This is an optimization exercise on Yosys and OpenROAD, whose aim is small area, a short achievable clock period and few clock cycles, not a production implementation.
Function was checked by simulation only, so behaviour that the tests miss may differ from the original.
Power is estimated from default activity; no workload was simulated.

==> inputs of 04-21 <==
==> flow/design.v (excerpt) <==
module instruction_cache #(
   parameter int ADDR_W         = 32,
   parameter int DATA_W         = 32,
   parameter int LINES          = 16,
   parameter int WORDS_PER_LINE = 4
) (
   input  logic              clock,
   input  logic              reset,
   input  logic [ADDR_W-1:0] pc_addr,
   input  logic              pc_valid,
   output logic [DATA_W-1:0] instruction_out,
   output logic              stall,
   input  logic              flush,
   output logic              mem_req,
   output logic [ADDR_W-1:0] mem_addr,
   input  logic              mem_ack,
   input  logic [DATA_W-1:0] mem_rdata,
   output logic [31:0]       hit_count,
   output logic [31:0]       miss_count
);
make LEC_CHECK=0 ABC_CLOCK_PERIOD_IN_PS=4000 CAP_MARGIN=20 CORE_MARGIN=2 CORE_UTILIZATION=50 CTS_CLUSTER_DIAMETER=70 CTS_CLUSTER_SIZE=20 SETUP_SLACK_MARGIN=3.6 SLEW_MARGIN=20 SYNTH_HIERARCHICAL=1 SYNTH_MINIMUM_KEEP_SIZE=0 finish   # period 8.0 ns
run.sh (not shown) runs the stock make flow with config.mk's settings and CLKGATE_MAP_FILE= SYNTH_SCRIPT=/design/flow/synth_recipe.tcl, a recipe that flattens the netlist after the stock synthesis.
==> 11-23 (differences from 04-21) <==
--- a/flow/design.v
+++ b/flow/design.v
@@ -54,37 +54,25 @@
    logic               mispred_s;
    logic               psel_s;
    logic               done_s;
    logic               rf_ack_s;
    logic               rf_last_s;
    logic               rf_free_s;
    logic               rf_load_s;
+   logic               rf_start_s;
    logic [IDX_W-1:0]   rf_idx_s;
    logic               unused_byte_bits_s;
    assign unused_byte_bits_s = ^pc_addr[1:0];
    assign w3_s      = (aw_r == WORD_W'(WORDS_PER_LINE - 1));
    assign anl_s     = al_r + LINE_W'(1);
    assign str_s     = rf_act_r && aeq_r;
    assign sel_nl_s  = v_r ? w3_s : str_s;
    assign sq_line_s = sel_nl_s ? anl_s : al_r;
    assign sq_word_s = v_r ? (aw_r + WORD_W'(1)) : (str_s ? WORD_W'(0) : aw_r);
-   logic psel_l_s;
-   logic psel_w_s;
-   instruction_cache_psel #(.W(OFF_W+IDX_W-2)) u_psel (
-      .pc_valid(pc_valid), .pc_low(pc_addr[OFF_W+IDX_W-1:2]),
-      .exp_low({al_r[IDX_W-1:0], aw_r}), .psel(psel_s)
-   );
-   instruction_cache_psel #(.W(OFF_W+IDX_W-2)) u_psel_l (
-      .pc_valid(1'b1), .pc_low(pc_addr[OFF_W+IDX_W-1:2]),
-      .exp_low({al_r[IDX_W-1:0], aw_r}), .psel(psel_l_s)
-   );
-   instruction_cache_psel #(.W(OFF_W+IDX_W-2)) u_psel_w (
-      .pc_valid(1'b1), .pc_low(pc_addr[OFF_W+IDX_W-1:2]),
-      .exp_low({al_r[IDX_W-1:0], aw_r}), .psel(psel_w_s)
-   );
+   assign psel_s    = pc_valid && (pc_addr[OFF_W+IDX_W-1:2] != {al_r[IDX_W-1:0], aw_r});
    assign rd_line_s = psel_s ? pc_addr[ADDR_W-1:OFF_W] : sq_line_s;
    assign rd_word_s = psel_s ? pc_addr[OFF_W-1:2] : sq_word_s;
    logic [LINES-1:0]          rd_lsel_s;
    logic [WORDS_PER_LINE-1:0] rd_wsel_s;
    logic [LINES-1:0]          pc_lsel_s;
    logic [WORDS_PER_LINE-1:0] pc_wsel_s;
    logic [LINES-1:0]          sq_lsel_s;
@@ -100,27 +88,23 @@
    instruction_cache_dec #(.N(LINES)) u_sq_ldec (
       .a(sq_line_s[IDX_W-1:0]), .y(sq_lsel_s)
    );
    instruction_cache_dec #(.N(WORDS_PER_LINE)) u_sq_wdec (
       .a(sq_word_s), .y(sq_wsel_s)
    );
    always_comb begin
+      rd_lsel_s  = psel_s ? pc_lsel_s : sq_lsel_s;
+      rd_wsel_s  = psel_s ? pc_wsel_s : sq_wsel_s;
       for (int i = 0; i < LINES; i++) begin
          tag_flat_s[i*TAG_W +: TAG_W] = tag_r[i];
          for (int w = 0; w < WORDS_PER_LINE; w++) begin
             data_flat_s[(i*WORDS_PER_LINE+w)*DATA_W +: DATA_W] = data_r[i][w];
          end
       end
    end
-   instruction_cache_selmux #(.N(LINES)) u_lsel (
-      .s(psel_l_s), .a(pc_lsel_s), .b(sq_lsel_s), .y(rd_lsel_s)
-   );
-   instruction_cache_selmux #(.N(WORDS_PER_LINE)) u_wsel (
-      .s(psel_w_s), .a(pc_wsel_s), .b(sq_wsel_s), .y(rd_wsel_s)
-   );
    instruction_cache_read #(
       .LINES(LINES), .WORDS_PER_LINE(WORDS_PER_LINE), .DATA_W(DATA_W)
    ) u_read (
       .lsel(rd_lsel_s), .wsel(rd_wsel_s), .data(data_flat_s), .rd_data(rd_data_s)
    );
    logic sq_hit_s;
    logic pc_hit_s;
@@ -142,29 +126,16 @@
    assign instruction_out = v_r ? d_r : mem_rdata;
    assign rf_idx_s   = rf_line_r[IDX_W-1:0];
    assign rf_ack_s   = rf_act_r && mem_ack;
    assign rf_last_s  = (rf_n_r == WORD_W'(WORDS_PER_LINE - 1));
    assign rf_free_s  = !rf_act_r || (mem_ack && rf_last_s);
    assign pc_rf_s    = (pc_addr[ADDR_W-1:OFF_W] == rf_line_r);
    assign rf_load_s  = rf_free_s && (psel_s || !mispred_s);
-   logic v_next_s;
-   logic act_next_s;
-   instruction_cache_vnext u_v_next (
-      .s(psel_s), .en(!flush), .h(pc_hit_s),
-      .b(mispred_s ? 1'b0 :
-         done_s    ? (v_r && !flush && sq_hit_s) :
-         !v_r      ? (!str_s && !flush && sq_hit_s && !psel_l_s) :
-                     !flush),
-      .y(v_next_s)
-   );
-   instruction_cache_anext u_act_next (
-      .hold(!rf_free_s), .s(psel_s), .en(!(rf_act_r && pc_rf_s)), .h(pc_hit_s),
-      .b(!mispred_s && av_r && !v_r && !sq_hit_s),
-      .y(act_next_s)
-   );
+   assign rf_start_s = psel_s ? (rf_free_s && !(rf_act_r && pc_rf_s) && !pc_hit_s) :
+                                (rf_free_s && !mispred_s && av_r && !v_r && !sq_hit_s);
    assign mem_req    = rf_act_r;
    assign mem_addr   = {rf_line_r, rf_word_r, 2'b00};
    assign hit_count  = hit_r;
    assign miss_count = miss_r;
    always_ff @(posedge clock or negedge reset) begin
       if (!reset) begin
          av_r       <= 1'b0;
@@ -179,16 +150,25 @@
       end else begin
          if (done_s) begin
             hit_r <= hit_r + 32'd1;
          end
          if (mispred_s) begin
             av_r  <= 1'b1;
          end
-         v_r      <= v_next_s;
-         rf_act_r <= act_next_s;
+         if (psel_s) begin
+            v_r   <= !flush && pc_hit_s;
+         end else if (mispred_s) begin
+            v_r   <= 1'b0;
+         end else if (done_s) begin
+            v_r   <= v_r && !flush && sq_hit_s;
+         end else if (!v_r) begin
+            v_r   <= !str_s && !flush && sq_hit_s;
+         end else if (flush) begin
+            v_r   <= 1'b0;
+         end
          if (rf_load_s) begin
             aeq_r <= psel_s || ((done_s && w3_s) == sel_nl_s);
          end else if (mispred_s) begin
             aeq_r <= pc_rf_s;
          end else if (done_s && w3_s) begin
             aeq_r <= (anl_s == rf_line_r);
          end
@@ -200,14 +180,15 @@
             if (rf_last_s) begin
                miss_r <= miss_r + 32'd1;
                if (!rf_abort_r) valid_r[rf_idx_s] <= 1'b1;
             end
          end
          if (rf_act_r && flush) rf_abort_r <= 1'b1;
          if (rf_free_s) begin
+            rf_act_r   <= rf_start_s;
             rf_n_r     <= '0;
             rf_abort_r <= 1'b0;
          end
          if (flush) valid_r <= '0;
       end
    end
    always_ff @(posedge clock) begin
@@ -249,97 +230,17 @@
    input  logic            data_valid,
    input  logic            mem_ack,
    input  logic            fwd_ok,
    output logic            eq,
    output logic            done,
    output logic            stall
 );
-   localparam int NG = (WA_W + 3) / 4;
-   logic [4*NG-1:0] pc_pad;
-   logic [4*NG-1:0] ex_pad;
-   logic [NG-1:0]   grp_eq;
-   logic [1:0]      differs;
-   logic            ok;
-   assign pc_pad = {{(4*NG-WA_W){1'b0}}, pc};
-   assign ex_pad = {{(4*NG-WA_W){1'b0}}, expect_addr};
-   for (genvar g = 0; g < NG; g++) begin : g_grp
-      instruction_cache_eq4 u_eq (.a(pc_pad[4*g +: 4]), .b(ex_pad[4*g +: 4]), .eq(grp_eq[g]));
-   end
-   instruction_cache_nand4 u_d0 (.a(grp_eq[3:0]), .y(differs[0]));
-   instruction_cache_nand4 u_d1 (.a(grp_eq[NG-1:4]), .y(differs[1]));
-   assign ok = pc_valid && expect_valid && (data_valid || (mem_ack && fwd_ok));
-   logic same;
-   instruction_cache_nor2  u_same  (.a(differs), .y(same));
-   instruction_cache_nand2 u_stall (.a({same, ok}), .y(stall));
-   assign done = !differs[0] && !differs[1] && ok;
-   assign eq   = !differs[0] && !differs[1] && pc_valid && expect_valid;
-endmodule
-module instruction_cache_eq4 (
-   input  logic [3:0] a,
-   input  logic [3:0] b,
-   output logic       eq
-);
-   assign eq = (a == b);
-endmodule
-module instruction_cache_nand4 (
-   input  logic [3:0] a,
-   output logic       y
-);
-   assign y = !(&a);
-endmodule
-module instruction_cache_nor2 (
-   input  logic [1:0] a,
-   output logic       y
-);
-   assign y = !(a[0] || a[1]);
-endmodule
-module instruction_cache_nand2 (
-   input  logic [1:0] a,
-   output logic       y
-);
-   assign y = !(a[0] && a[1]);
-endmodule
-module instruction_cache_psel #(
-   parameter int W = 6
-) (
-   input  logic         pc_valid,
-   input  logic [W-1:0] pc_low,
-   input  logic [W-1:0] exp_low,
-   output logic         psel
-);
-   assign psel = pc_valid && (pc_low != exp_low);
-endmodule
-module instruction_cache_selmux #(
-   parameter int N = 16
-) (
-   input  logic         s,
-   input  logic [N-1:0] a,
-   input  logic [N-1:0] b,
-   output logic [N-1:0] y
-);
-   assign y = s ? a : b;
-endmodule
-module instruction_cache_vnext (
-   input  logic s,
-   input  logic en,
-   input  logic h,
-   input  logic b,
-   output logic y
-);
-   assign y = s ? (en && h) : b;
-endmodule
-module instruction_cache_anext (
-   input  logic hold,
-   input  logic s,
-   input  logic en,
-   input  logic h,
-   input  logic b,
-   output logic y
-);
-   assign y = hold || (s ? (en && !h) : b);
+   assign eq    = pc_valid && expect_valid && (pc == expect_addr);
+   assign done  = eq && (data_valid || (mem_ack && fwd_ok));
+   assign stall = !done;
 endmodule
 module instruction_cache_dec #(
    parameter int N = 16
 ) (
    input  logic [$clog2(N)-1:0] a,
    output logic [N-1:0]         y
 );
==> 06-15 (differences from 04-21) <==
--- a/flow/design.v
+++ b/flow/design.v
@@ -54,37 +54,25 @@
    logic               mispred_s;
    logic               psel_s;
    logic               done_s;
    logic               rf_ack_s;
    logic               rf_last_s;
    logic               rf_free_s;
    logic               rf_load_s;
+   logic               rf_start_s;
    logic [IDX_W-1:0]   rf_idx_s;
    logic               unused_byte_bits_s;
    assign unused_byte_bits_s = ^pc_addr[1:0];
    assign w3_s      = (aw_r == WORD_W'(WORDS_PER_LINE - 1));
    assign anl_s     = al_r + LINE_W'(1);
    assign str_s     = rf_act_r && aeq_r;
    assign sel_nl_s  = v_r ? w3_s : str_s;
    assign sq_line_s = sel_nl_s ? anl_s : al_r;
    assign sq_word_s = v_r ? (aw_r + WORD_W'(1)) : (str_s ? WORD_W'(0) : aw_r);
-   logic psel_l_s;
-   logic psel_w_s;
-   instruction_cache_psel #(.W(OFF_W+IDX_W-2)) u_psel (
-      .pc_valid(pc_valid), .pc_low(pc_addr[OFF_W+IDX_W-1:2]),
-      .exp_low({al_r[IDX_W-1:0], aw_r}), .psel(psel_s)
-   );
-   instruction_cache_psel #(.W(OFF_W+IDX_W-2)) u_psel_l (
-      .pc_valid(1'b1), .pc_low(pc_addr[OFF_W+IDX_W-1:2]),
-      .exp_low({al_r[IDX_W-1:0], aw_r}), .psel(psel_l_s)
-   );
-   instruction_cache_psel #(.W(OFF_W+IDX_W-2)) u_psel_w (
-      .pc_valid(1'b1), .pc_low(pc_addr[OFF_W+IDX_W-1:2]),
-      .exp_low({al_r[IDX_W-1:0], aw_r}), .psel(psel_w_s)
-   );
+   assign psel_s    = pc_valid && (pc_addr[OFF_W+IDX_W-1:2] != {al_r[IDX_W-1:0], aw_r});
    assign rd_line_s = psel_s ? pc_addr[ADDR_W-1:OFF_W] : sq_line_s;
    assign rd_word_s = psel_s ? pc_addr[OFF_W-1:2] : sq_word_s;
    logic [LINES-1:0]          rd_lsel_s;
    logic [WORDS_PER_LINE-1:0] rd_wsel_s;
    logic [LINES-1:0]          pc_lsel_s;
    logic [WORDS_PER_LINE-1:0] pc_wsel_s;
    logic [LINES-1:0]          sq_lsel_s;
@@ -100,27 +88,23 @@
    instruction_cache_dec #(.N(LINES)) u_sq_ldec (
       .a(sq_line_s[IDX_W-1:0]), .y(sq_lsel_s)
    );
    instruction_cache_dec #(.N(WORDS_PER_LINE)) u_sq_wdec (
       .a(sq_word_s), .y(sq_wsel_s)
    );
    always_comb begin
+      rd_lsel_s  = psel_s ? pc_lsel_s : sq_lsel_s;
+      rd_wsel_s  = psel_s ? pc_wsel_s : sq_wsel_s;
       for (int i = 0; i < LINES; i++) begin
          tag_flat_s[i*TAG_W +: TAG_W] = tag_r[i];
          for (int w = 0; w < WORDS_PER_LINE; w++) begin
             data_flat_s[(i*WORDS_PER_LINE+w)*DATA_W +: DATA_W] = data_r[i][w];
          end
       end
    end
-   instruction_cache_selmux #(.N(LINES)) u_lsel (
-      .s(psel_l_s), .a(pc_lsel_s), .b(sq_lsel_s), .y(rd_lsel_s)
-   );
-   instruction_cache_selmux #(.N(WORDS_PER_LINE)) u_wsel (
-      .s(psel_w_s), .a(pc_wsel_s), .b(sq_wsel_s), .y(rd_wsel_s)
-   );
    instruction_cache_read #(
       .LINES(LINES), .WORDS_PER_LINE(WORDS_PER_LINE), .DATA_W(DATA_W)
    ) u_read (
       .lsel(rd_lsel_s), .wsel(rd_wsel_s), .data(data_flat_s), .rd_data(rd_data_s)
    );
    logic sq_hit_s;
    logic pc_hit_s;
@@ -142,29 +126,16 @@
    assign instruction_out = v_r ? d_r : mem_rdata;
    assign rf_idx_s   = rf_line_r[IDX_W-1:0];
    assign rf_ack_s   = rf_act_r && mem_ack;
    assign rf_last_s  = (rf_n_r == WORD_W'(WORDS_PER_LINE - 1));
    assign rf_free_s  = !rf_act_r || (mem_ack && rf_last_s);
    assign pc_rf_s    = (pc_addr[ADDR_W-1:OFF_W] == rf_line_r);
    assign rf_load_s  = rf_free_s && (psel_s || !mispred_s);
-   logic v_next_s;
-   logic act_next_s;
-   instruction_cache_vnext u_v_next (
-      .s(psel_s), .en(!flush), .h(pc_hit_s),
-      .b(mispred_s ? 1'b0 :
-         done_s    ? (v_r && !flush && sq_hit_s) :
-         !v_r      ? (!str_s && !flush && sq_hit_s && !psel_l_s) :
-                     !flush),
-      .y(v_next_s)
-   );
-   instruction_cache_anext u_act_next (
-      .hold(!rf_free_s), .s(psel_s), .en(!(rf_act_r && pc_rf_s)), .h(pc_hit_s),
-      .b(!mispred_s && av_r && !v_r && !sq_hit_s),
-      .y(act_next_s)
-   );
+   assign rf_start_s = psel_s ? (rf_free_s && !(rf_act_r && pc_rf_s) && !pc_hit_s) :
+                                (rf_free_s && !mispred_s && av_r && !v_r && !sq_hit_s);
    assign mem_req    = rf_act_r;
    assign mem_addr   = {rf_line_r, rf_word_r, 2'b00};
    assign hit_count  = hit_r;
    assign miss_count = miss_r;
    always_ff @(posedge clock or negedge reset) begin
       if (!reset) begin
          av_r       <= 1'b0;
@@ -179,16 +150,25 @@
       end else begin
          if (done_s) begin
             hit_r <= hit_r + 32'd1;
          end
          if (mispred_s) begin
             av_r  <= 1'b1;
          end
-         v_r      <= v_next_s;
-         rf_act_r <= act_next_s;
+         if (psel_s) begin
+            v_r   <= !flush && pc_hit_s;
+         end else if (mispred_s) begin
+            v_r   <= 1'b0;
+         end else if (done_s) begin
+            v_r   <= v_r && !flush && sq_hit_s;
+         end else if (!v_r) begin
+            v_r   <= !str_s && !flush && sq_hit_s;
+         end else if (flush) begin
+            v_r   <= 1'b0;
+         end
          if (rf_load_s) begin
             aeq_r <= psel_s || ((done_s && w3_s) == sel_nl_s);
          end else if (mispred_s) begin
             aeq_r <= pc_rf_s;
          end else if (done_s && w3_s) begin
             aeq_r <= (anl_s == rf_line_r);
          end
@@ -200,14 +180,15 @@
             if (rf_last_s) begin
                miss_r <= miss_r + 32'd1;
                if (!rf_abort_r) valid_r[rf_idx_s] <= 1'b1;
             end
          end
          if (rf_act_r && flush) rf_abort_r <= 1'b1;
          if (rf_free_s) begin
+            rf_act_r   <= rf_start_s;
             rf_n_r     <= '0;
             rf_abort_r <= 1'b0;
          end
          if (flush) valid_r <= '0;
       end
    end
    always_ff @(posedge clock) begin
@@ -249,97 +230,17 @@
    input  logic            data_valid,
    input  logic            mem_ack,
    input  logic            fwd_ok,
    output logic            eq,
    output logic            done,
    output logic            stall
 );
-   localparam int NG = (WA_W + 3) / 4;
-   logic [4*NG-1:0] pc_pad;
-   logic [4*NG-1:0] ex_pad;
-   logic [NG-1:0]   grp_eq;
-   logic [1:0]      differs;
-   logic            ok;
-   assign pc_pad = {{(4*NG-WA_W){1'b0}}, pc};
-   assign ex_pad = {{(4*NG-WA_W){1'b0}}, expect_addr};
-   for (genvar g = 0; g < NG; g++) begin : g_grp
-      instruction_cache_eq4 u_eq (.a(pc_pad[4*g +: 4]), .b(ex_pad[4*g +: 4]), .eq(grp_eq[g]));
-   end
-   instruction_cache_nand4 u_d0 (.a(grp_eq[3:0]), .y(differs[0]));
-   instruction_cache_nand4 u_d1 (.a(grp_eq[NG-1:4]), .y(differs[1]));
-   assign ok = pc_valid && expect_valid && (data_valid || (mem_ack && fwd_ok));
-   logic same;
-   instruction_cache_nor2  u_same  (.a(differs), .y(same));
-   instruction_cache_nand2 u_stall (.a({same, ok}), .y(stall));
-   assign done = !differs[0] && !differs[1] && ok;
-   assign eq   = !differs[0] && !differs[1] && pc_valid && expect_valid;
-endmodule
-module instruction_cache_eq4 (
-   input  logic [3:0] a,
-   input  logic [3:0] b,
-   output logic       eq
-);
-   assign eq = (a == b);
-endmodule
-module instruction_cache_nand4 (
-   input  logic [3:0] a,
-   output logic       y
-);
-   assign y = !(&a);
-endmodule
-module instruction_cache_nor2 (
-   input  logic [1:0] a,
-   output logic       y
-);
-   assign y = !(a[0] || a[1]);
-endmodule
-module instruction_cache_nand2 (
-   input  logic [1:0] a,
-   output logic       y
-);
-   assign y = !(a[0] && a[1]);
-endmodule
-module instruction_cache_psel #(
-   parameter int W = 6
-) (
-   input  logic         pc_valid,
-   input  logic [W-1:0] pc_low,
-   input  logic [W-1:0] exp_low,
-   output logic         psel
-);
-   assign psel = pc_valid && (pc_low != exp_low);
-endmodule
-module instruction_cache_selmux #(
-   parameter int N = 16
-) (
-   input  logic         s,
-   input  logic [N-1:0] a,
-   input  logic [N-1:0] b,
-   output logic [N-1:0] y
-);
-   assign y = s ? a : b;
-endmodule
-module instruction_cache_vnext (
-   input  logic s,
-   input  logic en,
-   input  logic h,
-   input  logic b,
-   output logic y
-);
-   assign y = s ? (en && h) : b;
-endmodule
-module instruction_cache_anext (
-   input  logic hold,
-   input  logic s,
-   input  logic en,
-   input  logic h,
-   input  logic b,
-   output logic y
-);
-   assign y = hold || (s ? (en && !h) : b);
+   assign eq    = pc_valid && expect_valid && (pc == expect_addr);
+   assign done  = eq && (data_valid || (mem_ack && fwd_ok));
+   assign stall = !done;
 endmodule
 module instruction_cache_dec #(
    parameter int N = 16
 ) (
    input  logic [$clog2(N)-1:0] a,
    output logic [N-1:0]         y
 );
CTS_CLUSTER_DIAMETER = not set   (was 70)
CTS_CLUSTER_SIZE = not set   (was 20)
==> run notes <==
Power, lowest first: 04-21, 11-23, 06-15.
The lowest combinational power belongs to 04-21, the highest to 06-15.
Fmax: 04-21 > 06-15 > 11-23.
Of 06-15 and 11-23, 06-15 has the higher setup slack (gap 21 ps).
11-23 finished with timing, DRC and antenna clean. 06-15 finished with timing, DRC and antenna clean. 04-21 completed with no timing, DRC or antenna violations.
Critical path depth, highest first: 04-21, 06-15, 11-23.
In 06-15 the via count is higher than in 04-21, by about 1.4%.
==> figures <==
Maximum fanout encountered on the critical timing path: 11-23 42; 04-21 8; 06-15 2
Clock tree buffer count of the final layout: 11-23 179; 04-21 173; 06-15 359
Met3 GRT Util: 11-23 5.00%; 04-21 5.13%; 06-15 5.63%
Drt first-iter violations: 11-23 10000; 04-21 9835; 06-15 10200
Combined buffer and inverter count along the critical path: 11-23 2; 04-21 7; 06-15 3
Fmax: 11-23 0.211 GHz; 04-21 0.220 GHz; 06-15 0.212 GHz
Outcome: 11-23 no timing/DRC/antenna violations; 04-21 no timing/DRC/antenna violations; 06-15 no timing/DRC/antenna violations
Fraction of area in multi-input gates: 11-23 20.4%; 04-21 20.4%; 06-15 19.6%
Post_cts resized: 11-23 359; 04-21 474; 06-15 345
Area of the multi-input gates: 11-23 23300 µm²; 04-21 23600 µm²; 06-15 23200 µm²
Complex-gate fraction of the synthesized area: 11-23 13.0%; 04-21 13.1%; 06-15 13.0%
Core utilization of the finished layout: 11-23 56.3%; 04-21 56.6%; 06-15 58.5%
Area overhead of the layout relative to synthesis: 11-23 11.8%; 04-21 12.9%; 06-15 16.2%
Tcrit/Tclk final: 11-23 59.1%; 04-21 56.8%; 06-15 58.9%
Testbench counts of 04-21, summed over its fixed seeds: cycles 42,624.
Testbench counts of 11-23, summed over its fixed seeds: cycles 42,624.
Testbench counts of 06-15, summed over its fixed seeds: cycles 42,624.

[separate check: timing with driven ports]
How much do the figures lean on ideal ports? The routed layouts below were timed once more, with nothing changed but the port constraints.
Step 1: set_driving_cell puts a clkbuf_16 on clock and a buf_2 on each other input, an assumption about the parent block.
Step 2 times the ports against the registers' clock, not the clock port: input delays grow and output delays shrink by t, the midpoint of the rising clock arrivals with the driver on.
Three values: ideal, step 1, step 2; two values: the first two.
| run | t (ns) | setup slack, ns | worst setup path after step 2 | worst slew at a driven data input, ns |
|---|---|---|---|---|
| 04-21 | 0.916 | 3.460 / 3.453 / 2.559 | input to register | 0.14 |
| 11-23 | 0.929 | 3.269 / 3.177 / 2.571 | input to register | 0.13 |
| 06-15 | 0.988 | 3.290 / 3.199 / 2.467 | input to register | 0.12 |
After both steps every run listed still meets setup and hold. For 04-21, which loses most, drivers alone change the setup slack by -0.007 ns; drivers and shift together by -0.901 ns.
